From an optimization exercise on the open Yosys and OpenROAD flow, aimed at small area and a short achievable clock period; shortcuts taken in it are not production practice. In this exercise RTL edits were held to simulation tests only and were not proved equivalent to the original. Power figures rest on the tool's default switching activity, not on a simulated workload.

## flow/design.v

```verilog
`timescale 1ns/1ps
package audioPkg;
  localparam int addrWidth = 8;
  localparam int memDepth = 256;
  localparam int dataWidth = 8;
  localparam int spiAddrBits = 16;    
  localparam int writeFlagBit = 15;
  localparam int dacMsb = 12;         
  localparam logic [addrWidth-1:0] sampleLoAddr = 8'd254;
  localparam logic [addrWidth-1:0] sampleHiAddr = 8'd255;
  localparam int fetchInterval = 256;
  typedef enum logic {
    opRead  = 1'b0,
    opWrite = 1'b1
  } memOp_t;
  typedef struct packed {
    memOp_t                 op;
    logic [addrWidth-1:0]   addr;
    logic [dataWidth-1:0]   wdata;
  } memReq_t;
  typedef logic [dacMsb:0] dacWord_t;
endpackage
`timescale 1ns/1ps
module spiMemBridge (
  input  logic       clk,
  input  logic       Reset,
  input  logic       sck,
  input  logic       mosi,
  input  logic       ssel,
  output logic       miso,
  output logic       reqOp,       
  output logic [7:0] reqWdata,
  output logic       addrLoad,     
  output logic [2:0] addrLoadLo,   
  output logic       partLoad,     
  output logic [4:0] partHi,
  output logic       req,
  input  logic       ack,
  input  logic [7:0] memQ         
);
  logic [2:0] sckSync;
  logic [1:0] sselSync;
  logic [1:0] mosiSync;
  logic sckRise;
  logic sckFall;
  logic sselActive;
  logic mosiBit;
  logic step;
  logic [4:0] count;
  logic [4:0] countNext;
  logic writeFlag;
  logic [3:0] addrShift;    
  logic [3:0] addrNext;
  logic [2:0] addrIncr;
  logic [7:0] dataIn;
  logic [7:0] byteNext;
  logic [7:0] readData;
  logic [7:0] shiftOut;
  logic issueRead;
  logic issueWrite;
  always_ff @(posedge clk or posedge Reset) begin
    if (Reset) begin
      sckSync <= '0;
      sselSync <= '1;
      mosiSync <= '0;
    end else begin
      sckSync <= {sckSync[1:0], sck};
      sselSync <= {sselSync[0], ssel};
      mosiSync <= {mosiSync[0], mosi};
    end
  end
  assign sckRise = (sckSync[2:1] == 2'b01);
  assign sckFall = (sckSync[2:1] == 2'b10);
  assign sselActive = ~sselSync[1];
  assign mosiBit = mosiSync[1];
  assign step = sselActive & sckRise;
  assign countNext = (count == 5'd23) ? 5'd16 : count + 5'd1;
  assign addrNext = {addrShift[2:0], mosiBit};
  assign addrIncr = addrShift[2:0] + 3'd1;
  assign byteNext = {dataIn[6:0], mosiBit};
  assign issueRead = step & (((count == 5'd15) & ~writeFlag) |
                             ((count == 5'd23) & ~writeFlag));
  assign issueWrite = step & (count == 5'd23) & writeFlag;
  always_ff @(posedge clk or posedge Reset) begin
    if (Reset) begin
      count <= '0;
      writeFlag <= 1'b0;
      req <= 1'b0;
      shiftOut <= '0;
    end else begin
      if (issueRead | issueWrite) begin
        req <= 1'b1;
      end else if (ack) begin
        req <= 1'b0;
      end
      if (!sselActive) begin
        count <= '0;
        writeFlag <= 1'b0;
        shiftOut <= '0;
      end else begin
        if (sckRise) begin
          count <= countNext;
          if (count == 5'd0) writeFlag <= mosiBit;
        end
        if (sckFall) begin
          shiftOut <= (count == 5'd16) ? readData : {shiftOut[6:0], 1'b0};
        end
      end
    end
  end
  always_ff @(posedge clk) begin
    if (step) begin
      if (!count[4]) begin
        addrShift <= addrNext;
      end else begin
        dataIn <= byteNext;
        if (count == 5'd23) addrShift[2:0] <= addrIncr;
      end
    end
    if (issueRead | issueWrite) begin
      reqOp <= issueWrite;
      reqWdata <= byteNext;
    end
    if (ack && !reqOp) readData <= memQ;
  end
  assign addrLoad = issueRead | issueWrite;
  assign addrLoadLo = (count == 5'd15) ? addrNext[2:0] : (issueWrite ? addrShift[2:0] : addrIncr);
  assign partLoad = step & (count == 5'd12);
  assign partHi = {addrShift[3:0], mosiBit};
  assign miso = shiftOut[7];
endmodule
`timescale 1ns/1ps
module sharedMemory (
  input  logic       clk,
  input  logic       Reset,
  input  logic       hostOp,
  input  logic [7:0] hostWdata,
  input  logic       addrLoad,
  input  logic [2:0] addrLoadLo,
  input  logic       partLoad,
  input  logic [4:0] partHi,
  input  logic       hostReq,
  output logic       hostAck,
  input  logic       fetchReq,
  output logic       fetchAck,
  output logic [7:0] hostQ,
  output logic [7:0] loQ,
  output logic [7:0] hiQ
);
  typedef enum logic [1:0] {
    arbIdle,
    arbServe,
    arbRelease
  } arbState_t;
  arbState_t state;
  logic grantFetch;
  logic lastFetch;
  logic activeReq;
  logic doWrite;
  logic [4:0] phase;           
  logic [4:0] place;           
  logic [2:0] lo;              
  logic       top;             
  logic       pending;         
  logic       at7;
  logic       at0;
  logic [1:0] tapA;
  logic [1:0] tapB;
  logic       land;
  logic [7:0][31:0][7:0] ring;
  logic [7:0][7:0] hold;
  logic [7:0] sample254;
  logic [7:0] sample255;
  assign activeReq = grantFetch ? fetchReq : hostReq;
  always_ff @(posedge clk or posedge Reset) begin
    if (Reset) begin
      state <= arbIdle;
      grantFetch <= 1'b0;
      lastFetch <= 1'b1;
      hostAck <= 1'b0;
      fetchAck <= 1'b0;
    end else begin
      case (state)
        arbIdle: begin
          if (hostReq | fetchReq) begin
            if (hostReq & fetchReq) begin
              grantFetch <= ~lastFetch;
              lastFetch <= ~lastFetch;
            end else begin
              grantFetch <= fetchReq;
              lastFetch <= fetchReq;
            end
            state <= arbServe;
          end
        end
        arbServe: begin
          hostAck <= ~grantFetch;
          fetchAck <= grantFetch;
          state <= arbRelease;
        end
        arbRelease: begin
          if (!activeReq) begin
            hostAck <= 1'b0;
            fetchAck <= 1'b0;
            state <= arbIdle;
          end
        end
        default: state <= arbIdle;
      endcase
    end
  end
  assign doWrite = (state == arbServe) & ~grantFetch & hostOp;
  always_ff @(posedge clk) begin
    phase <= phase + 5'd1;
    if (partLoad) begin
      place <= partHi + phase + 5'd1;
      lo <= 3'd0;
    end else begin
      place <= place + ((addrLoad && lo == 3'd7) ? 5'd2 : 5'd1);
      if (addrLoad) lo <= addrLoadLo;
    end
  end
  assign top = (place + 5'd1 == phase);
  assign at7 = (place[2:0] == 3'd7);     
  assign at0 = (place[2:0] == 3'd0);     
  assign tapA = place[4:3];
  assign tapB = place[4:3] + 2'd1;
  assign land = (doWrite | pending) & at7;
  always_ff @(posedge clk) begin
    pending <= (doWrite | pending) & ~at7;
  end
  for (genvar j = 0; j < 8; j++) begin : gRing
    logic lt;    
    assign lt = (3'(j) < lo);
    for (genvar k = 0; k < 4; k++) begin : gTap
      always_ff @(posedge clk) begin
        ring[j][8*k+7:8*k+1] <= ring[j][8*k+6:8*k];
        ring[j][8*k] <= (land && lo == 3'(j) && tapB == 2'(k)) ?
                        hostWdata : ring[j][(8*k+31)%32];
      end
    end
    always_ff @(posedge clk) begin
      if (lt ? at7 : at0) hold[j] <= ring[j][{(lt ? tapB : tapA), 3'd0}];
    end
  end
  always_ff @(posedge clk) begin
    if (doWrite && top && lo == 3'd6) sample254 <= hostWdata;
    if (doWrite && top && lo == 3'd7) sample255 <= hostWdata;
  end
  assign hostQ = hold[lo];
  assign loQ = sample254;
  assign hiQ = sample255;
endmodule
`timescale 1ns/1ps
module sampleFetch (
  input  logic               clk,
  input  logic               Reset,
  output logic               fetchHi,    
  output logic               req,
  input  logic               ack,
  input  logic [7:0]         loQ,        
  input  logic [4:0]         hiQ,        
  output audioPkg::dacWord_t sample
);
  typedef enum logic [1:0] {
    fetchWait,
    fetchLo,
    fetchHiS
  } fetchState_t;
  fetchState_t state;
  logic [7:0] intervalCount;
  logic [7:0] loByte;
  assign fetchHi = (state == fetchHiS);
  always_ff @(posedge clk or posedge Reset) begin
    if (Reset) begin
      state <= fetchWait;
      intervalCount <= '0;
      req <= 1'b0;
      sample <= 13'h1000;    
    end else begin
      case (state)
        fetchWait: begin
          intervalCount <= intervalCount + 1'b1;
          if (intervalCount == 8'hff) begin
            req <= 1'b1;
            state <= fetchLo;
          end
        end
        fetchLo: begin
          if (req & ack) begin
            req <= 1'b0;
          end else if (!req & !ack) begin
            req <= 1'b1;
            state <= fetchHiS;
          end
        end
        fetchHiS: begin
          if (req & ack) begin
            req <= 1'b0;
            sample <= {hiQ, loByte};
            state <= fetchWait;
          end
        end
        default: state <= fetchWait;
      endcase
    end
  end
  always_ff @(posedge clk) begin
    if (state == fetchLo && req && ack) loByte <= loQ;
  end
endmodule
`timescale 1ns/1ps
module sigmaDeltaDac (
  input  logic               clk,
  input  logic               Reset,
  input  audioPkg::dacWord_t sample,
  output logic               audio
);
  logic [12:0] acc;
  logic        carry;
  always_ff @(posedge clk or posedge Reset) begin
    if (Reset) begin
      acc <= '0;
      carry <= 1'b0;
      audio <= 1'b0;
    end else begin
      {carry, acc} <= {1'b0, acc} + {1'b0, sample};
      audio <= carry;
    end
  end
endmodule
`timescale 1ns/1ps
module audioTop (
  input  logic clk,
  input  logic Reset,
  input  logic sck,
  input  logic mosi,
  input  logic ssel,
  output logic miso,
  output logic audio
);
  logic       hostOp;
  logic       addrLoad;
  logic [2:0] addrLoadLo;
  logic       partLoad;
  logic [4:0] partHi;
  logic [7:0] hostWdata;
  logic       hostReq;
  logic       hostAck;
  logic       fetchReq;
  logic       fetchAck;
  logic       fetchHi;
  logic [7:0] hostQ;
  logic [7:0] loQ;
  logic [7:0] hiQ;
  audioPkg::dacWord_t sample;
  spiMemBridge spiMemBridge_inst (
    .clk(clk), .Reset(Reset),
    .sck(sck), .mosi(mosi), .ssel(ssel), .miso(miso),
    .reqOp(hostOp),
    .addrLoad(addrLoad), .addrLoadLo(addrLoadLo),
    .partLoad(partLoad), .partHi(partHi), .reqWdata(hostWdata),
    .req(hostReq), .ack(hostAck), .memQ(hostQ)
  );
  sampleFetch sampleFetch_inst (
    .clk(clk), .Reset(Reset),
    .fetchHi(fetchHi), .req(fetchReq), .ack(fetchAck),
    .loQ(loQ), .hiQ(hiQ[4:0]), .sample(sample)
  );
  sharedMemory sharedMemory_inst (
    .clk(clk), .Reset(Reset),
    .hostOp(hostOp), .hostWdata(hostWdata),
    .addrLoad(addrLoad), .addrLoadLo(addrLoadLo),
    .partLoad(partLoad), .partHi(partHi),
    .hostReq(hostReq), .hostAck(hostAck),
    .fetchReq(fetchReq), .fetchAck(fetchAck),
    .hostQ(hostQ), .loQ(loQ), .hiQ(hiQ)
  );
  sigmaDeltaDac sigmaDeltaDac_inst (
    .clk(clk), .Reset(Reset), .sample(sample), .audio(audio)
  );
endmodule
```

## flow/standard.sh

```bash
#!/bin/bash
# synth_recipe.tcl (not shown) runs the flow's synth.tcl, then flattens the netlist and writes it again
# the make line also repeats each setting of config.mk as NAME=value (left out here)
make -C /OpenROAD-flow-scripts/flow DESIGN_CONFIG=/design/flow/config.mk WORK_HOME=/design/flow/orfs CLKGATE_MAP_FILE= SYNTH_SCRIPT=/design/flow/synth_recipe.tcl "${@:-finish}"
```

## flow/config.mk

```make
export PLATFORM = sky130hd
export DESIGN_NAME = audioTop
export DESIGN_NICKNAME = audioTop
export VERILOG_FILES = /design/flow/design.v
export SDC_FILE = /design/flow/constraint.sdc
export NUM_CORES = 4
export LEC_CHECK = 0
export CAP_MARGIN = 20
export CORE_MARGIN = 2
export CORE_UTILIZATION = 65
export CTS_CLUSTER_DIAMETER = 100
export CTS_CLUSTER_SIZE = 26
export SLEW_MARGIN = 20
```

## flow/flow/run.sh

```bash
#!/bin/bash
set -euo pipefail
bash standard.sh "BUFFER_PORTS_ARGS=-buffer_cell sky130_fd_sc_hd__buf_4" \
  SETUP_SLACK_MARGIN=7.6 finish > make_finish.log 2>&1
```

## flow/constraint.sdc

```tcl
create_clock -name core_clock -period 10.0 [get_ports {clk}]
set_input_delay 2.0000 -clock core_clock [delete_from_list [all_inputs] [get_ports {clk}]]
set_output_delay 2.0000 -clock core_clock [all_outputs]
set_load 0.01 [all_outputs]
```

==> impl_metrics.env, run 1 <==
export IMPL_clkTransAtPathRegs_ns=0.11
export IMPL_synth_flop_cell="dfxtp_1"
export IMPL_drcViolationCount=0
export IMPL_detailedRoute_firstPassIterationCount=4
export IMPL_net_switching_power_mw=2.53
export IMPL_antennaDiodeCount=0
export IMPL_commonest_cells_after_routing_fill_and_taps_aside="dfxtp_1 (2058), mux2_2 (274), edfxtp_1 (113)"
export IMPL_grt_first_pass_wirelength_microns=131000
export IMPL_critical_path_top_delay_family="flip-flops"
export IMPL_synth_async_reset_ratio_pct=2.99
export IMPL_synthesis_area_sq_um=54400
export IMPL_max_freq_ghz=0.308
export IMPL_dp_final_hpwl_microns=50900
export IMPL_globalRouteOverflowTotal=0
export IMPL_postSynthCellCount=3093
export IMPL_clock_net_sink_count=2242
export IMPL_critical_path_n_buffers_inverters=1
export IMPL_viasPerCell=5.02
export IMPL_synth_edf_count=113
export IMPL_final_common_cell="dfxtp_1"
export IMPL_timing_critical_path_required_ns=8.00
export IMPL_count_of_input_and_output_buffers=6
export IMPL_worst_path_max_fanout=2
export IMPL_outcome="finished clean"
export IMPL_internal_power_mw=10.8
export IMPL_die_outline_area_sq_um=86100
export IMPL_worst_slew_pin_transition_ns=1.12
export IMPL_critical_path_max_stage_delay_ns=0.43
export IMPL_cp_slowest_cell="dfrtp_1"
export IMPL_cts_hold_buf=0
export IMPL_final_util_pct=71.2
export IMPL_power_share_switching_pct=19.0
export IMPL_grt_start_max_net_pins=43
export IMPL_maxSlewHeadroom_pct=25.3
export IMPL_synthesis_area_per_instance_sq_um=17.6
export IMPL_cts_max_level=3
export IMPL_floorplan_rows=106
export IMPL_regArea_sq_um=46400
export IMPL_hold_path_class="flop to flop"
export IMPL_die_height_microns=293
export IMPL_fin_crit_ns=3.24
export IMPL_detail_route_wl_per_cell_microns=19.8
export IMPL_unrepaired_setup_endpoints_after_global_routing="yes"
export IMPL_p_total_mw=13.3
export IMPL_ys_seq_area_share_pct=85.1
export IMPL_end_kind="output pin"
export IMPL_power_per_cell_area_nw_per_um2=225
export IMPL_root_buffer="clkbuf_16"
export IMPL_postSynthRegisterBits=2242
export IMPL_fin_setup_tns_ns=0
export IMPL_worstSetupPathType="flop to output pin"
export IMPL_cts_buffers=96
export IMPL_grt_antenna_before_repair=1
export IMPL_power_share_combinational_pct=0.2
export IMPL_detailedRoute_firstIterationViolations=1160
export IMPL_finalHoldViolations=0
export IMPL_holdWs_ns=0.311
export IMPL_initial_utilization_pct=65.4
export IMPL_core_area_sq_um=83300
export IMPL_rd_place_congestion=0.777
export IMPL_power_leakage_nw=23.9
export IMPL_element_type_at_the_critical_path_start="flop"
export IMPL_maxCapViolCount=0
export IMPL_final_net_count=3230
export IMPL_pwr_share_seq_pct=67.4
export IMPL_report_final_setup_viol=0
export IMPL_pins_over_their_slew_limit=0
export IMPL_fill_cells=5338
export IMPL_vias_in_the_first_global_route=22090
export IMPL_clkLatencyLatePin_ns=0.68
export IMPL_areaGrowthSynthToFinish_pct=8.96
export IMPL_multi_input_comb_area_sq_um=8150
export IMPL_routed_wirelength_microns=85600
export IMPL_netlist_cell_type_count=70
export IMPL_ys_warn_count=4
export IMPL_antenna_violating_nets_post_route=0
export IMPL_finalClockSkew_ns=0.0315
export IMPL_drive_gt1_share_pct=18.0
export IMPL_share_clk_of_total_power_pct=32.4
export IMPL_worstPathCellList="buf_6"
export IMPL_timing_critical_path_arrival_ns=1.24
export IMPL_finalCritPeriodShare_pct=32.4
export IMPL_tritoncts="built"
export IMPL_fp_dieW_microns=293
export IMPL_ioPinCount=7
export IMPL_irDropWorstVdd_mv=0.198
export IMPL_cts_path_max_buffers=3
export IMPL_grt_total_usage_pct=20.1
export IMPL_route_vias_total=21680
export IMPL_syn_num_nets=3133
==> cell usage after synthesis, drive strengths merged, types with 4 or more instances <==
library cell	n	share of area [%]
nor2	57	0.42
dfrtp	63	2.9
inv	29	0.20
dfxtp	2062	76
edfxtp	113	6.2
nand3b	4	0.055
xor2	15	0.24
a31oi	4	0.046
nand4	10	0.16
clkbuf	39	0.27
nand2b	10	0.11
ha	32	0.74
nor2b	13	0.15
a211oi	7	0.097
buf	23	0.25
nand3	36	0.51
a21o	5	0.069
and3	5	0.057
a221o	6	0.11
o31ai	7	0.097
mux4	64	2.7
mux2i	35	0.64
nor3	7	0.085
nand2	36	0.28
o21ai	29	0.27
mux2	278	5.7
xnor2	27	0.54
a21oi	36	0.34
dfstp	4	0.19
==> cell type report <==
| cell class | instances | share of cell area, % |
|---|---|---|
| sequential | 2242 | 78.2 |
| clock inverter | 6 | 0.194 |
| clock buffer | 141 | 4.33 |
| inverter | 29 | 0.205 |
| tap | 1080 | 2.28 |
| multi-input combinational | 761 | 13.7 |
| timing repair buffer | 60 | 1.11 |
==> routing by layer <==
metal / vias to the layer above / GRT usage [%] / wire length, microns
met2: 275 / 31.6 / 38800
met4: 0 / 5.81 / 2100
met5: - / 0 / 0
li1: 10494 / - / -
met3: 130 / 2.80 / 2570
met1: 10781 / 29.6 / 42100
==> power groups by stage <==
stage,logic (mW),clock network [mW],registers (mW)
2_1_floorplan,0.0153,0,9.20
3_3_place_gp,0.0190,0,9.20
3_5_place_dp,0.0204,0,9.20
4_1_cts,0.0214,4.44,8.99
5_1_grt,0.0243,4.77,9.00
6_report,0.0213,4.33,8.99
==> flip-flops by register name, summed over array words and instances, names as in the netlist, 7 cells and up <==
| signal | count |
|---|---|
| sigmaDeltaDac_inst.acc | 13 |
| spiMemBridge_inst.reqWdata | 8 |
| sampleFetch_inst.loByte | 8 |
| sampleFetch_inst.sample | 13 |
| sharedMemory_inst.ring | 2048 |
| spiMemBridge_inst.readData | 8 |
| sharedMemory_inst.hold | 64 |
| sharedMemory_inst.sample254 | 8 |
| spiMemBridge_inst.dataIn | 7 |
| sampleFetch_inst.intervalCount | 8 |
| spiMemBridge_inst.shiftOut | 8 |
==> metrics by stage <==
stage               cell area, sq um  std cells  setup slack (ns)
detailed placement             55800       4134              6.42
floorplan                      54500       3093              7.28
finish                         59300       4319              6.76
global route                   59300       4319              6.71
CTS                            59100       4305              6.72
global placement               55800       4134              6.52
==> worst register-to-register path, cell delays in order, from the launching register on <==
cell and delay, ns:
dfxtp_2 0.42, ha_1 0.25, ha_4 0.31, o21a_4 0.21
buf_12 0.14, and4bb_2 0.39, nand2_4 0.18, mux2_1 0.37
==> path summary, 6_finish.rpt <==
check                                                     startpoint  slack, ns  cells past startpoint                                       to
max in group asynchronous                                      Reset       7.79                      3  sampleFetch_inst.sample[12]$_DFFE_PP1P_
setup / recovery           spiMemBridge_inst.shiftOut[7]$_DFFE_PP0P_       6.76                      1                                     miso
hold / removal                  sharedMemory_inst.ring[2018]$_DFF_P_       0.31                      0     sharedMemory_inst.ring[2026]$_DFF_P_
min in group asynchronous                                      Reset       1.38                      2   spiMemBridge_inst.count[2]$_DFFE_PP0P_
setup reg to reg                  sharedMemory_inst.place[0]$_DFF_P_       7.61                      7     sharedMemory_inst.ring[1028]$_DFF_P_
hold reg to reg                 sharedMemory_inst.ring[2018]$_DFF_P_       0.31                      0     sharedMemory_inst.ring[2026]$_DFF_P_
==> what timing repair did <==
item	in CTS	in global routing
setup endpoints to repair	357	202
pin swaps	8	9
resized for setup	61	20
cloned	1	0
setup buffers	23	14
==> logic make-up after synthesis <==
logic type	after synthesis	synth area share [%]
adders and majority gates	35	0.846
xor gates and xnor gates	42	0.779
DFF	2242	85.1
muxes	377	9.13
AOI/OAI and AO/OA	115	1.36
and+or+nand+nor	191	2.04
buffers and inverters	91	0.715
==> inputs of run 2 (changes only) <==
==> flow/flow/run.sh (replaced) <==
#!/bin/bash
set -euo pipefail
ARGS=("BUFFER_PORTS_ARGS=-buffer_cell sky130_fd_sc_hd__buf_4" SETUP_SLACK_MARGIN=7.0)
bash standard.sh "${ARGS[@]}" place > make_place.log 2>&1
PLATFORM_DIR=$FLOW_HOME/platforms/sky130hd MV_DB=orfs/results/sky130hd/audioTop/base/3_place.odb \
  openroad -no_init -exit flow/move_out_ffs.tcl > move_out_ffs.log 2>&1
bash standard.sh "${ARGS[@]}" finish > make_finish.log 2>&1
==> flow/flow/move_out_ffs.tcl (new file) <==
# Move each flip-flop that drives an output-port buffer next to that buffer,
# then legalize. Reads and writes the placed database given in MV_DB.
read_lef $::env(PLATFORM_DIR)/lef/sky130_fd_sc_hd.tlef
read_lef $::env(PLATFORM_DIR)/lef/sky130_fd_sc_hd_merged.lef
read_db $::env(MV_DB)
set block [ord::get_db_block]
foreach bt [$block getBTerms] {
  if {[$bt getIoType] ne "OUTPUT"} { continue }
  set net [$bt getNet]
  set buf ""
  foreach it [$net getITerms] { if {[$it isOutputSignal]} { set buf [$it getInst] } }
  if {$buf eq ""} { continue }
  set ff ""
  foreach it [$buf getITerms] {
    if {![$it isInputSignal]} { continue }
    set n [$it getNet]
    if {$n eq "NULL"} { continue }
    foreach it2 [$n getITerms] {
      if {[$it2 isOutputSignal] && [string match "*df*" [[$it2 getInst] getMaster] ] } {}
      if {[$it2 isOutputSignal]} { set ff [$it2 getInst] }
    }
  }
  if {$ff eq ""} { continue }
  set m [[$ff getMaster] getName]
  if {![string match "*__df*" $m]} { puts "MV skip [$bt getName]: driver $m"; continue }
  set loc [$buf getLocation]
  set bx [lindex $loc 0]; set by [lindex $loc 1]
  set old [$ff getLocation]
  $ff setLocation $bx $by
  $ff setPlacementStatus PLACED
  puts "MV [$bt getName]: moved [$ff getName] ($m) from $old to near [$buf getName] at $loc"
}
detailed_placement
check_placement
write_db $::env(MV_DB)
==> impl_metrics.env, run 2 <==
export IMPL_report_final_setup_viol=0
export IMPL_postSynthRegisterBits=2242
export IMPL_maxSlewHeadroom_pct=33.4
export IMPL_viasPerCell=5.01
export IMPL_drive_gt1_share_pct=16.5
export IMPL_synthesis_area_per_instance_sq_um=17.6
export IMPL_ys_top_cells_by_area="dfxtp_1 (76%), edfxtp_1 (6.2%), mux2_2 (5.7%)"
export IMPL_count_of_input_and_output_buffers=6
export IMPL_detailedRoute_firstPassIterationCount=5
export IMPL_worst_slew_pin_transition_ns=0.999
export IMPL_yosysTopAreaCell="dfxtp_1"
export IMPL_postSynthCellCount=3093
export IMPL_antenna_violating_nets_post_route=0
export IMPL_clkLatencyLatePin_ns=0.68
export IMPL_grt_start_max_net_pins=68
export IMPL_synth_flop_cell="dfxtp_1"
export IMPL_rd_place_congestion=0.803
export IMPL_power_leakage_nw=23.6
export IMPL_cts_buffers=96
export IMPL_critical_path_max_stage_delay_ns=0.41
export IMPL_reg_top3="sharedMemory_inst.ring (2048), sharedMemory_inst.hold (64)"
export IMPL_initial_utilization_pct=65.4
export IMPL_tritoncts="built"
export IMPL_irDropWorstVdd_mv=0.219
export IMPL_clkTransAtPathRegs_ns=0.10
export IMPL_synth_edf_count=113
export IMPL_cts_hold_buf=0
export IMPL_finalCritPeriodShare_pct=32.3
export IMPL_outcome="finished clean"
export IMPL_ys_seq_area_share_pct=85.1
export IMPL_end_kind="output pin"
export IMPL_worstPathCellList="buf_6"
export IMPL_synthTopCellsByCount="dfxtp_1 (2062), mux2_2 (274), edfxtp_1 (113)"
export IMPL_fill_cells=5385
export IMPL_die_height_microns=293
export IMPL_area_share_of_the_largest_cell_type_after_synthesis_pct=75.8
export IMPL_detailedRoute_firstIterationViolations=1090
export IMPL_finalHoldViolations=0
export IMPL_final_util_pct=70.4
export IMPL_ioPinCount=7
export IMPL_cts_path_max_buffers=3
export IMPL_die_outline_area_sq_um=86100
export IMPL_worst_path_max_fanout=2
export IMPL_pins_over_their_slew_limit=0
export IMPL_fin_crit_ns=3.23
export IMPL_netlist_cell_type_count=70
export IMPL_grt_antenna_before_repair=1
export IMPL_root_buffer="clkbuf_16"
export IMPL_commonest_cells_after_routing_fill_and_taps_aside="dfxtp_1 (2058), mux2_2 (274), edfxtp_1 (113)"
export IMPL_grt_total_usage_pct=20.0
export IMPL_critical_path_n_buffers_inverters=1
export IMPL_hold_path_class="flop to flop"
export IMPL_ys_warn_count=4
export IMPL_drcViolationCount=0
export IMPL_element_type_at_the_critical_path_start="flop"
export IMPL_final_common_cell="dfxtp_1"
export IMPL_grt_first_pass_wirelength_microns=130000
export IMPL_areaGrowthSynthToFinish_pct=7.69
export IMPL_fin_setup_tns_ns=0
export IMPL_timing_reg2reg_setup_slack_ns=7.07
export IMPL_vias_in_the_first_global_route=21850
export IMPL_routed_wirelength_microns=84600
export IMPL_timing_critical_path_required_ns=8.00
export IMPL_synth_async_reset_ratio_pct=2.99
export IMPL_yosys_cell_count_top_type="dfxtp_1"
export IMPL_max_freq_ghz=0.310
export IMPL_detail_route_wl_per_cell_microns=19.7
export IMPL_timing_critical_path_arrival_ns=1.23
export IMPL_largest_reg_flops=2048
export IMPL_worstSetupPathType="flop to output pin"
export IMPL_critical_path_top_delay_family="flip-flops"
export IMPL_synthesis_area_sq_um=54400
export IMPL_dp_final_hpwl_microns=51100
export IMPL_cp_slowest_cell="dfrtp_1"
export IMPL_power_per_cell_area_nw_per_um2=228
export IMPL_globalRouteOverflowTotal=0
export IMPL_syn_num_nets=3133
export IMPL_route_vias_total=21548
export IMPL_max_flop_register="sharedMemory_inst.ring"
export IMPL_maxCapViolCount=0
export IMPL_finalClockSkew_ns=0.0224
export IMPL_final_net_count=3201
export IMPL_cts_max_level=3
export IMPL_fp_dieW_microns=293
export IMPL_unrepaired_setup_endpoints_after_global_routing="yes"
export IMPL_clock_net_sink_count=2242
export IMPL_core_area_sq_um=83300
export IMPL_floorplan_rows=106
run 2: path summary, 6_finish.rpt:
check                                                          end  depth (start not counted)                                       from
min in group asynchronous  spiMemBridge_inst.mosiSync[0]$_DFF_PP0_                          3                                      Reset
setup / recovery                                              miso                          1  spiMemBridge_inst.shiftOut[7]$_DFFE_PP0P_
hold reg to reg                sharedMemory_inst.ring[558]$_DFF_P_                          0        sharedMemory_inst.ring[550]$_DFF_P_
hold / removal                 sharedMemory_inst.ring[558]$_DFF_P_                          0        sharedMemory_inst.ring[550]$_DFF_P_
max in group asynchronous   spiMemBridge_inst.sckSync[0]$_DFF_PP0_                          3                                      Reset
setup reg to reg               sharedMemory_inst.ring[711]$_DFF_P_                          4         sharedMemory_inst.place[3]$_DFF_P_
run 2: final cells by class:
| cell class | count | area [sq um] | area share (%) |
|---|---|---|---|
| Inverter | 29 | 118 | 0.201 |
| Clock inverter | 6 | 111 | 0.190 |
| Antenna cell | 2 | 5.00 | 0.00854 |
| Multi-Input combinational cell | 761 | 7840 | 13.4 |
| Clock buffer | 147 | 2590 | 4.42 |
| Sequential cell | 2242 | 46400 | 79.1 |
| Timing Repair Buffer | 31 | 255 | 0.435 |
| Tap cell | 1080 | 1350 | 2.30 |
run 2: kinds of logic after synthesis:
| kind of cell | synth area share (%) |
|---|---|
| DFF | 85.1 |
| muxes | 9.13 |
| and+or+nand+nor | 2.04 |
| AOI/OAI and AO/OA | 1.36 |
| buffers and inverters | 0.715 |
| xor gates and xnor gates | 0.779 |
| adders and majority gates | 0.846 |
run 2: metal layers:
layer,up-vias,track usage [%],routed length (microns)
li1,10438,-,-
met1,10691,29.5,41500
met2,287,31.7,38600
met3,132,2.79,2670
met4,0,5.13,1870
met5,-,0,0
run 2: through the flow:
stage	hold WS (ns)	setup slack, ns	cells	instance area, sq um	power (mW)
after CTS	0.319	6.72	4290	58600	13.5
after floorplan	0.310	7.14	3093	54500	9.22
final	0.314	6.77	4298	58600	13.3
after detailed placement	0.312	6.40	4134	55700	9.22
after global routing	0.324	6.70	4296	58600	13.8
after global placement	0.310	6.41	4133	55700	9.22
run 2: report_power, final:
part	switching (mW)	total, mW	internal (mW)
logic	0.0133	0.0204	0.00706
registers	0.00493	9.00	8.99
clock network	2.50	4.33	1.82
total	2.52	13.3	10.8
run 2: timing repair:
item	CTS	global route
pin swaps	1	1
endpoints found under the setup margin	215	54
gates resized for setup	19	10
setup buffers	2	5
gates cloned	1	0
==> inputs of run 3 (changes only) <==
==> flow/flow/run.sh (replaced) <==
#!/bin/bash
set -euo pipefail
ARGS=("BUFFER_PORTS_ARGS=-buffer_cell sky130_fd_sc_hd__buf_4" SETUP_SLACK_MARGIN=7.6)
bash standard.sh "${ARGS[@]}" place > make_place.log 2>&1
PLATFORM_DIR=$FLOW_HOME/platforms/sky130hd MV_DB=orfs/results/sky130hd/audioTop/base/3_place.odb \
  openroad -no_init -exit flow/move_out_ffs.tcl > move_out_ffs.log 2>&1
bash standard.sh "${ARGS[@]}" finish > make_finish.log 2>&1
==> impl_metrics.env, run 3 <==
export IMPL_rd_place_congestion=0.777
export IMPL_worstPathCellList="buf_6"
export IMPL_unrepaired_setup_endpoints_after_global_routing="yes"
export IMPL_drive_gt1_share_pct=18.1
export IMPL_maxCapViolCount=0
export IMPL_route_vias_total=21716
export IMPL_hold_path_class="flop to flop"
export IMPL_routed_wirelength_microns=85400
export IMPL_clock_net_sink_count=2242
export IMPL_detailedRoute_firstPassIterationCount=7
export IMPL_worst_path_max_fanout=2
export IMPL_finalClockSkew_ns=0.0265
export IMPL_maxSlewHeadroom_pct=25.7
export IMPL_pins_over_their_slew_limit=0
export IMPL_worst_slew_pin_transition_ns=1.11
export IMPL_synth_edf_count=113
export IMPL_final_common_cell="dfxtp_1"
export IMPL_reg_top3="sharedMemory_inst.ring (2048), sharedMemory_inst.hold (64)"
export IMPL_irDropWorstVdd_mv=0.205
export IMPL_count_of_input_and_output_buffers=6
export IMPL_critical_path_top_delay_family="flip-flops"
export IMPL_cts_max_level=3
export IMPL_core_area_sq_um=83300
export IMPL_fp_dieW_microns=293
export IMPL_grt_first_pass_wirelength_microns=130000
export IMPL_synth_flop_cell="dfxtp_1"
export IMPL_postSynthRegisterBits=2242
export IMPL_holdWs_ns=0.314
export IMPL_die_outline_area_sq_um=86100
export IMPL_power_leakage_nw=23.8
export IMPL_ys_top_cells_by_area="dfxtp_1 (76%), edfxtp_1 (6.2%), mux2_2 (5.7%)"
export IMPL_power_per_cell_area_nw_per_um2=225
export IMPL_end_kind="output pin"
export IMPL_initial_utilization_pct=65.4
export IMPL_timing_reg2reg_setup_slack_ns=7.59
export IMPL_cts_path_max_buffers=3
export IMPL_p_total_mw=13.3
export IMPL_ys_warn_count=4
export IMPL_fin_crit_ns=3.19
export IMPL_synth_async_reset_ratio_pct=2.99
export IMPL_tritoncts="built"
export IMPL_drcViolationCount=0
export IMPL_grt_start_max_net_pins=43
export IMPL_synthesis_area_sq_um=54400
export IMPL_element_type_at_the_critical_path_start="flop"
export IMPL_critical_path_n_buffers_inverters=1
export IMPL_synthTopCellsByCount="dfxtp_1 (2062), mux2_2 (274), edfxtp_1 (113)"
export IMPL_hold_path_cell_count=0
export IMPL_final_net_count=3229
export IMPL_finalCritPeriodShare_pct=31.9
export IMPL_outcome="finished clean"
export IMPL_fin_setup_tns_ns=0
export IMPL_die_height_microns=293
export IMPL_globalRouteOverflowTotal=0
export IMPL_dp_final_hpwl_microns=50900
export IMPL_detailedRoute_firstIterationViolations=1039
export IMPL_dpl_cell_area_sq_um=55800
export IMPL_clkTransAtPathRegs_ns=0.10
export IMPL_areaGrowthSynthToFinish_pct=8.91
export IMPL_detail_route_wl_per_cell_microns=19.8
export IMPL_max_freq_ghz=0.314
export IMPL_report_final_setup_viol=0
export IMPL_antenna_violating_nets_post_route=0
export IMPL_ys_seq_area_share_pct=85.1
export IMPL_worst_slack_ns=6.81
export IMPL_timing_critical_path_arrival_ns=1.19
export IMPL_ioPinCount=7
export IMPL_crit_cells=1
export IMPL_cts_buffers=96
export IMPL_cp_slowest_cell="dfrtp_1"
export IMPL_timing_critical_path_required_ns=8.00
export IMPL_worst_r2r_cell_count=13
export IMPL_finalHoldViolations=0
export IMPL_max_flop_register="sharedMemory_inst.ring"
export IMPL_grt_antenna_before_repair=0
export IMPL_commonest_cells_after_routing_fill_and_taps_aside="dfxtp_1 (2058), mux2_2 (274), edfxtp_1 (113)"
export IMPL_synthesis_area_per_instance_sq_um=17.6
export IMPL_finalInstanceArea_sq_um=59300
export IMPL_root_buffer="clkbuf_16"
export IMPL_yosysTopAreaCell="dfxtp_1"
export IMPL_area_share_of_the_largest_cell_type_after_synthesis_pct=75.8
export IMPL_pre_cts_slack_ns=6.42
export IMPL_largest_reg_flops=2048
export IMPL_syn_num_nets=3133
export IMPL_clkLatencyLatePin_ns=0.67
export IMPL_netlist_cell_type_count=70
export IMPL_fill_cells=5341
export IMPL_postSynthCellCount=3093
export IMPL_worstSetupPathType="flop to output pin"
export IMPL_floorplan_rows=106
export IMPL_yosys_cell_count_top_type="dfxtp_1"
export IMPL_vias_in_the_first_global_route=21996
export IMPL_grt_total_usage_pct=20.0
export IMPL_viasPerCell=5.03
export IMPL_critical_path_max_stage_delay_ns=0.41
==> run 3: cell count changes in the layout (fill, tap and decap cells not counted), sizes merged <==
cell,delta
diode,-1
clkinvlp,+1
buf,+28
clkbuf,-4
clkinv,-1
==> run 3: cell type report <==
| class | count | area (sq um) | area share, % |
|---|---|---|---|
| Tap cell | 1080 | 1350 | 2.28 |
| Clock buffer | 143 | 2600 | 4.38 |
| Clock inverter | 6 | 100 | 0.169 |
| Multi-Input combinational cell | 761 | 8140 | 13.7 |
| Sequential cell | 2242 | 46400 | 78.2 |
| Inverter | 29 | 121 | 0.205 |
| Timing Repair Buffer | 59 | 623 | 1.05 |
| Antenna cell | 1 | 2.50 | 0.00422 |
==> run 3: power by group <==
group / total [mW] / internal [mW] / switching [mW] / leakage (nW)
clock: 4.32 / 1.83 / 2.49 / 1.29
sequential: 8.99 / 8.99 / 0.00447 / 18.7
combinational: 0.0212 / 0.00764 / 0.0136 / 3.81
==> run 3: metrics by stage <==
stage / util (%) / instances
detailed placement: 67.0 / 4134
global placement: 67.0 / 4134
CTS: 71.0 / 4308
finish: 71.2 / 4321
floorplan: - / 3093
global route: 71.2 / 4320
==> run 3: path summary, 6_finish.rpt <==
| kind | start | endpoint |
|---|---|---|
| hold / removal | sharedMemory_inst.ring[1355]$_DFF_P_ | sharedMemory_inst.ring[1363]$_DFF_P_ |
| setup reg to reg | spiMemBridge_inst.count[0]$_DFFE_PP0P_ | sharedMemory_inst.place[4]$_DFF_P_ |
| setup / recovery | spiMemBridge_inst.shiftOut[7]$_DFFE_PP0P_ | miso |
| hold reg to reg | sharedMemory_inst.ring[1355]$_DFF_P_ | sharedMemory_inst.ring[1363]$_DFF_P_ |
| max in group asynchronous | Reset | sampleFetch_inst.sample[12]$_DFFE_PP1P_ |
| min in group asynchronous | Reset | spiMemBridge_inst.req$_DFFE_PP0P_ |
==> run 3: timing repair <==
item                                    in CTS  in global routing
gates resized for setup                     61                 17
hold buffers                                 0                  0
cloned                                       1                  0
setup buffers                               24                 12
endpoints found under the setup margin     357                188
pin swaps                                    7                  8
==> run 3: logic make-up (layout without fill, tap and decap cells) <==
group           count (synthesis)  count (layout)  synth area share [%]
simple gates                  191             191                  2.04
other cells                     0               1                     0
buf+inv                        91             237                 0.715
mux                           377             377                  9.13
flops                        2242            2242                  85.1
xor+xnor                       42              42                 0.779
compound gates                115             116                  1.36
fa+ha+maj                      35              35                 0.846
==> run 3: worst register-to-register path, delay by kind of cell (launching register included) <==
family,cells,cell delay [ns]
buffers and inverters,2,0.09
DFF,1,0.41
xor gates and xnor gates,1,0.12
and+or+nand+nor,4,0.51
AOI/OAI and AO/OA,2,0.28
adders and majority gates,4,0.89
==> run 3: metal layers <==
layer,GRT usage [%],wire length (microns)
met1,29.2,41600
met3,2.91,2640
met2,31.7,38900
met5,0,0
met4,5.82,2230
==> inputs of run 4 (changes only) <==
==> flow/flow/run.sh (replaced) <==
#!/bin/bash
set -euo pipefail
ARGS=("BUFFER_PORTS_ARGS=-buffer_cell sky130_fd_sc_hd__buf_4" SETUP_SLACK_MARGIN=7.0)
bash standard.sh "${ARGS[@]}" place > make_place.log 2>&1
PLATFORM_DIR=$FLOW_HOME/platforms/sky130hd MV_DB=orfs/results/sky130hd/audioTop/base/3_place.odb \
  openroad -no_init -exit flow/move_out_ffs.tcl > move_out_ffs.log 2>&1
bash standard.sh "${ARGS[@]}" finish > make_finish.log 2>&1
==> flow/flow/move_out_ffs.tcl (replaced) <==
# Move each flip-flop that drives an output-port buffer onto that buffer's
# place, hold it there while the rest is legalized and improved as in the
# standard detailed placement, then release it. Reads and writes MV_DB.
read_lef $::env(PLATFORM_DIR)/lef/sky130_fd_sc_hd.tlef
read_lef $::env(PLATFORM_DIR)/lef/sky130_fd_sc_hd_merged.lef
read_db $::env(MV_DB)
set block [ord::get_db_block]
set fixed {}
foreach i [$block getInsts] {
  if {[$i getPlacementStatus] eq "FIRM" || [$i getPlacementStatus] eq "LOCKED" || [$i getPlacementStatus] eq "FIXED"} {
    lappend fixed [[$i getBBox] xMin] [[$i getBBox] yMin] [[$i getBBox] xMax]
  }
}
# is the span x .. x+w of the row at y taken by a fixed cell?
proc blocked {x y w} {
  foreach {x0 y0 x1} $::fixed {
    if {$y0 == $y && $x0 < $x + $w && $x < $x1} { return 1 }
  }
  return 0
}
set moved {}
foreach bt [$block getBTerms] {
  if {[$bt getIoType] ne "OUTPUT"} { continue }
  set buf ""
  foreach it [[$bt getNet] getITerms] { if {[$it isOutputSignal]} { set buf [$it getInst] } }
  if {$buf eq ""} { continue }
  set ff ""
  foreach it [$buf getITerms] {
    if {![$it isInputSignal]} { continue }
    set n [$it getNet]
    if {$n eq "NULL"} { continue }
    foreach it2 [$n getITerms] { if {[$it2 isOutputSignal]} { set ff [$it2 getInst] } }
  }
  if {$ff eq ""} { continue }
  set m [[$ff getMaster] getName]
  if {![string match "*__df*" $m]} { puts "MV skip [$bt getName]: driver $m"; continue }
  set loc [$buf getLocation]
  puts "MV [$bt getName]: [$ff getName] ($m) from [$ff getLocation] to beside [$buf getName] at $loc [$buf getPlacementStatus]"
  # beside the buffer in its row, on the side with room
  set bx [lindex $loc 0]; set by [lindex $loc 1]
  set bw [[$buf getMaster] getWidth]; set fw [[$ff getMaster] getWidth]
  set core [$block getCoreArea]
  set site [[lindex [$block getRows] 0] getSite]
  set sw [$site getWidth]
  set x ""
  foreach k {0 1 2 3 4 5 6 7 8 9 10 11 12 13 14 15 16 17 18 19 20} {
    foreach cx [list [expr {$bx + $bw + $k * $sw}] [expr {$bx - $fw - $k * $sw}]] {
      if {$cx < [$core xMin] || $cx + $fw > [$core xMax]} { continue }
      if {![blocked $cx $by $fw]} { set x $cx; break }
    }
    if {$x ne ""} { break }
  }
  if {$x eq ""} { puts "MV no room beside [$buf getName]"; continue }
  $ff setOrient [$buf getOrient]
  $ff setLocation $x $by
  $ff setPlacementStatus FIRM
  lappend moved $ff
}
detailed_placement
improve_placement
optimize_mirroring
foreach ff $moved {
  $ff setPlacementStatus PLACED
  puts "MV kept [$ff getName] at [$ff getLocation]"
}
check_placement
write_db $::env(MV_DB)
==> impl_metrics.env, run 4 <==
export IMPL_dpl_cell_area_sq_um=55700
export IMPL_finalClockSkew_ns=0.0403
export IMPL_die_height_microns=293
export IMPL_areaGrowthSynthToFinish_pct=7.66
export IMPL_worst_path_max_fanout=2
export IMPL_count_of_input_and_output_buffers=6
export IMPL_cts_max_level=3
export IMPL_commonest_cells_after_routing_fill_and_taps_aside="dfxtp_1 (2058), mux2_2 (274), edfxtp_1 (113)"
export IMPL_hold_path_class="flop to flop"
export IMPL_crit_cells=1
export IMPL_detail_route_wl_per_cell_microns=18.6
export IMPL_ioPinCount=7
export IMPL_grt_total_usage_pct=18.9
export IMPL_drcViolationCount=0
export IMPL_final_net_count=3196
export IMPL_ys_warn_count=4
export IMPL_unrepaired_setup_endpoints_after_global_routing="yes"
export IMPL_worst_r2r_cell_count=3
export IMPL_hold_path_cell_count=0
export IMPL_postSynthRegisterBits=2242
export IMPL_critical_path_n_buffers_inverters=1
export IMPL_drive_gt1_share_pct=16.4
export IMPL_cts_hold_buf=0
export IMPL_syn_num_nets=3133
export IMPL_fin_crit_ns=3.26
export IMPL_clkLatencyLatePin_ns=0.68
export IMPL_routed_wirelength_microns=80000
export IMPL_viasPerCell=4.89
export IMPL_finalCritPeriodShare_pct=32.6
export IMPL_finalHoldViolations=0
export IMPL_vias_in_the_first_global_route=20212
export IMPL_element_type_at_the_critical_path_start="flop"
export IMPL_synthTopCellsByCount="dfxtp_1 (2062), mux2_2 (274), edfxtp_1 (113)"
export IMPL_core_area_sq_um=83300
export IMPL_floorplan_rows=106
export IMPL_tritoncts="built"
export IMPL_synthesis_area_sq_um=54400
export IMPL_largest_reg_flops=2048
export IMPL_ys_top_cells_by_area="dfxtp_1 (76%), edfxtp_1 (6.2%), mux2_2 (5.7%)"
export IMPL_timing_critical_path_required_ns=8.00
export IMPL_synthesis_area_per_instance_sq_um=17.6
export IMPL_dp_final_hpwl_microns=51100
export IMPL_report_final_setup_viol=0
export IMPL_max_freq_ghz=0.307
export IMPL_detailedRoute_firstIterationViolations=1159
export IMPL_area_share_of_the_largest_cell_type_after_synthesis_pct=75.8
export IMPL_maxCapViolCount=0
export IMPL_globalRouteOverflowTotal=0
export IMPL_antenna_violating_nets_post_route=1
export IMPL_critical_path_max_stage_delay_ns=0.43
export IMPL_worst_slew_pin_transition_ns=0.940
export IMPL_pins_over_their_slew_limit=0
export IMPL_synth_compound_area_share_pct=1.36
export IMPL_detailedRoute_firstPassIterationCount=5
export IMPL_fin_setup_tns_ns=0
export IMPL_post_synth_xor_area_fraction_pct=0.779
export IMPL_ys_seq_area_share_pct=85.1
export IMPL_fp_dieW_microns=293
export IMPL_cp_slowest_cell="dfrtp_1"
export IMPL_synth_simple_area_share_pct=2.04
export IMPL_synth_mux_area_share_pct=9.13
export IMPL_rd_place_congestion=0.803
export IMPL_clkTransAtPathRegs_ns=0.10
export IMPL_root_buffer="clkbuf_16"
export IMPL_critical_path_top_delay_family="flip-flops"
export IMPL_reg_top3="sharedMemory_inst.ring (2048), sharedMemory_inst.hold (64)"
export IMPL_end_kind="output pin"
export IMPL_clock_net_sink_count=2242
export IMPL_finalInstanceArea_sq_um=58600
export IMPL_worstPathCellList="buf_6"
export IMPL_synth_async_reset_ratio_pct=2.99
export IMPL_outcome="failed layout checks"
export IMPL_initial_utilization_pct=65.4
export IMPL_max_flop_register="sharedMemory_inst.ring"
export IMPL_grt_start_max_net_pins=68
export IMPL_failed_checks="antenna rules"
export IMPL_combinational_family_with_the_most_area_after_synthesis="multiplexers"
export IMPL_postSynthCellCount=3093
export IMPL_yosysTopAreaCell="dfxtp_1"
export IMPL_worstSetupPathType="flop to output pin"
export IMPL_final_common_cell="dfxtp_1"
export IMPL_synth_edf_count=113
export IMPL_grt_antenna_before_repair=3
export IMPL_maxSlewHeadroom_pct=37.0
export IMPL_grt_first_pass_wirelength_microns=123000
export IMPL_yosys_cell_count_top_type="dfxtp_1"
export IMPL_post_synthesis_share_of_cell_area_spent_on_full_adders_half_adders_and_majority_gates_pct=0.846
export IMPL_synth_flop_cell="dfxtp_1"
export IMPL_die_outline_area_sq_um=86100
export IMPL_cts_path_max_buffers=3
export IMPL_power_per_cell_area_nw_per_um2=228
export IMPL_route_vias_total=21014
export IMPL_cts_buffers=96
export IMPL_netlist_cell_type_count=70
export IMPL_power_leakage_nw=23.6
export IMPL_irDropWorstVdd_mv=0.186
export IMPL_timing_critical_path_arrival_ns=1.26
==> run 4: cell counts after synthesis <==
Identical to the previous run, type by type.
==> run 4: final timing paths <==
check | endpoint | from | slack (ns)
max | miso | spiMemBridge_inst.shiftOut[7]$_DFFE_PP0P_ | 6.74
min | sharedMemory_inst.ring[1252]$_DFF_P_ | sharedMemory_inst.ring[1244]$_DFF_P_ | 0.30
max reg2reg | sharedMemory_inst.ring[134]$_DFF_P_ | sharedMemory_inst.place[3]$_DFF_P_ | 7.09
min reg2reg | sharedMemory_inst.ring[1252]$_DFF_P_ | sharedMemory_inst.ring[1244]$_DFF_P_ | 0.30
max in group asynchronous | spiMemBridge_inst.shiftOut[3]$_DFFE_PP0P_ | Reset | 7.78
min in group asynchronous | spiMemBridge_inst.mosiSync[1]$_DFF_PP0_ | Reset | 1.59
==> run 4: logic make-up (layout without fill, tap and decap cells) <==
kind of cell	Yosys count	in the layout
buffers and inverters	91	208
XOR/XNOR	42	42
other	0	7
flip-flops	2242	2242
AND/OR/NAND/NOR	191	191
adder cells (fa/ha/maj)	35	35
multiplexers	377	377
AO/OA/AOI/OAI	115	115
==> run 4: cell type report <==
type	count	area (sq um)
antenna	7	17.5
clock buffer	144	2580
clock inverter	8	136
fill	5331	24700
inverter	29	115
multi-input combinational	760	7830
sequential	2242	46400
tap	1080	1350
timing repair buffer	27	225
==> run 4: metrics by stage <==
stage	std cells	utilization (%)	hold slack (ns)	setup slack (ns)	power, mW
after global routing	4290	70.4	0.306	6.69	13.8
after detailed placement	4134	66.9	0.312	6.40	9.22
after CTS	4288	70.3	0.292	6.69	13.5
after floorplan	3093	-	0.310	7.14	9.22
after global placement	4133	66.9	0.310	6.41	9.22
final	4297	70.4	0.303	6.74	13.4
==> run 4: timing repair <==
action | in CTS | in global routing
setup endpoints to repair | 272 | 19
pin swaps | 1 | 1
resized for setup | 22 | 4
setup buffers | 2 | 1
==> run 4: power breakdown <==
| part | total, mW | switching [mW] | leakage, nW | internal (mW) |
|---|---|---|---|---|
| Sequential | 9.00 | 0.00490 | 18.7 | 8.99 |
| Combinational | 0.0202 | 0.0131 | 3.58 | 0.00707 |
| Clock | 4.37 | 2.54 | 1.30 | 1.83 |
| Total | 13.4 | 2.56 | 23.6 | 10.8 |
==> run 4: metal layers <==
layer	wire length, microns	share of wire, %	vias up	GRT usage, %
li1	-	-	10427	-
met1	42300	53	10165	30.1
met2	33500	42	298	27.5
met3	2530	3.2	124	2.39
met4	1760	2.2	0	5.15
met5	0	0	-	0

## re-timing with driven ports
How much do the figures lean on ideal ports? The routed layouts below were timed once more, with nothing changed but the port constraints. Step 1 (the two cells are an assumption about what drives the block):
set clk [get_ports {clk}]
set_driving_cell -lib_cell sky130_fd_sc_hd__clkbuf_16 $clk
set_driving_cell -lib_cell sky130_fd_sc_hd__buf_2 [delete_from_list [all_inputs] $clk]
Step 2, shift: input delay + t, output delay - t, t = (earliest + latest rising clock arrival at the registers) / 2. This alone moves slack from input paths to output paths. Three values: ideal ports, drivers, drivers and shift; two values: the first two.
| run | t, ns | setup slack, ns | worst slew at a driven data input, ns | pins driven straight from the clock port |
|---|---|---|---|---|
| run 1 | 0.734 | 6.758 / 6.691 / 7.104 | 0.03 | 1 |
| run 2 | 0.734 | 6.775 / 6.708 / 7.074 | 0.03 | 1 |
| run 3 | 0.729 | 6.811 / 6.743 / 7.109 | 0.03 | 1 |
| run 4 | 0.728 | 6.744 / 6.677 / 7.088 | 0.04 | 1 |
The worst setup slack also covers recovery checks on asynchronous resets.
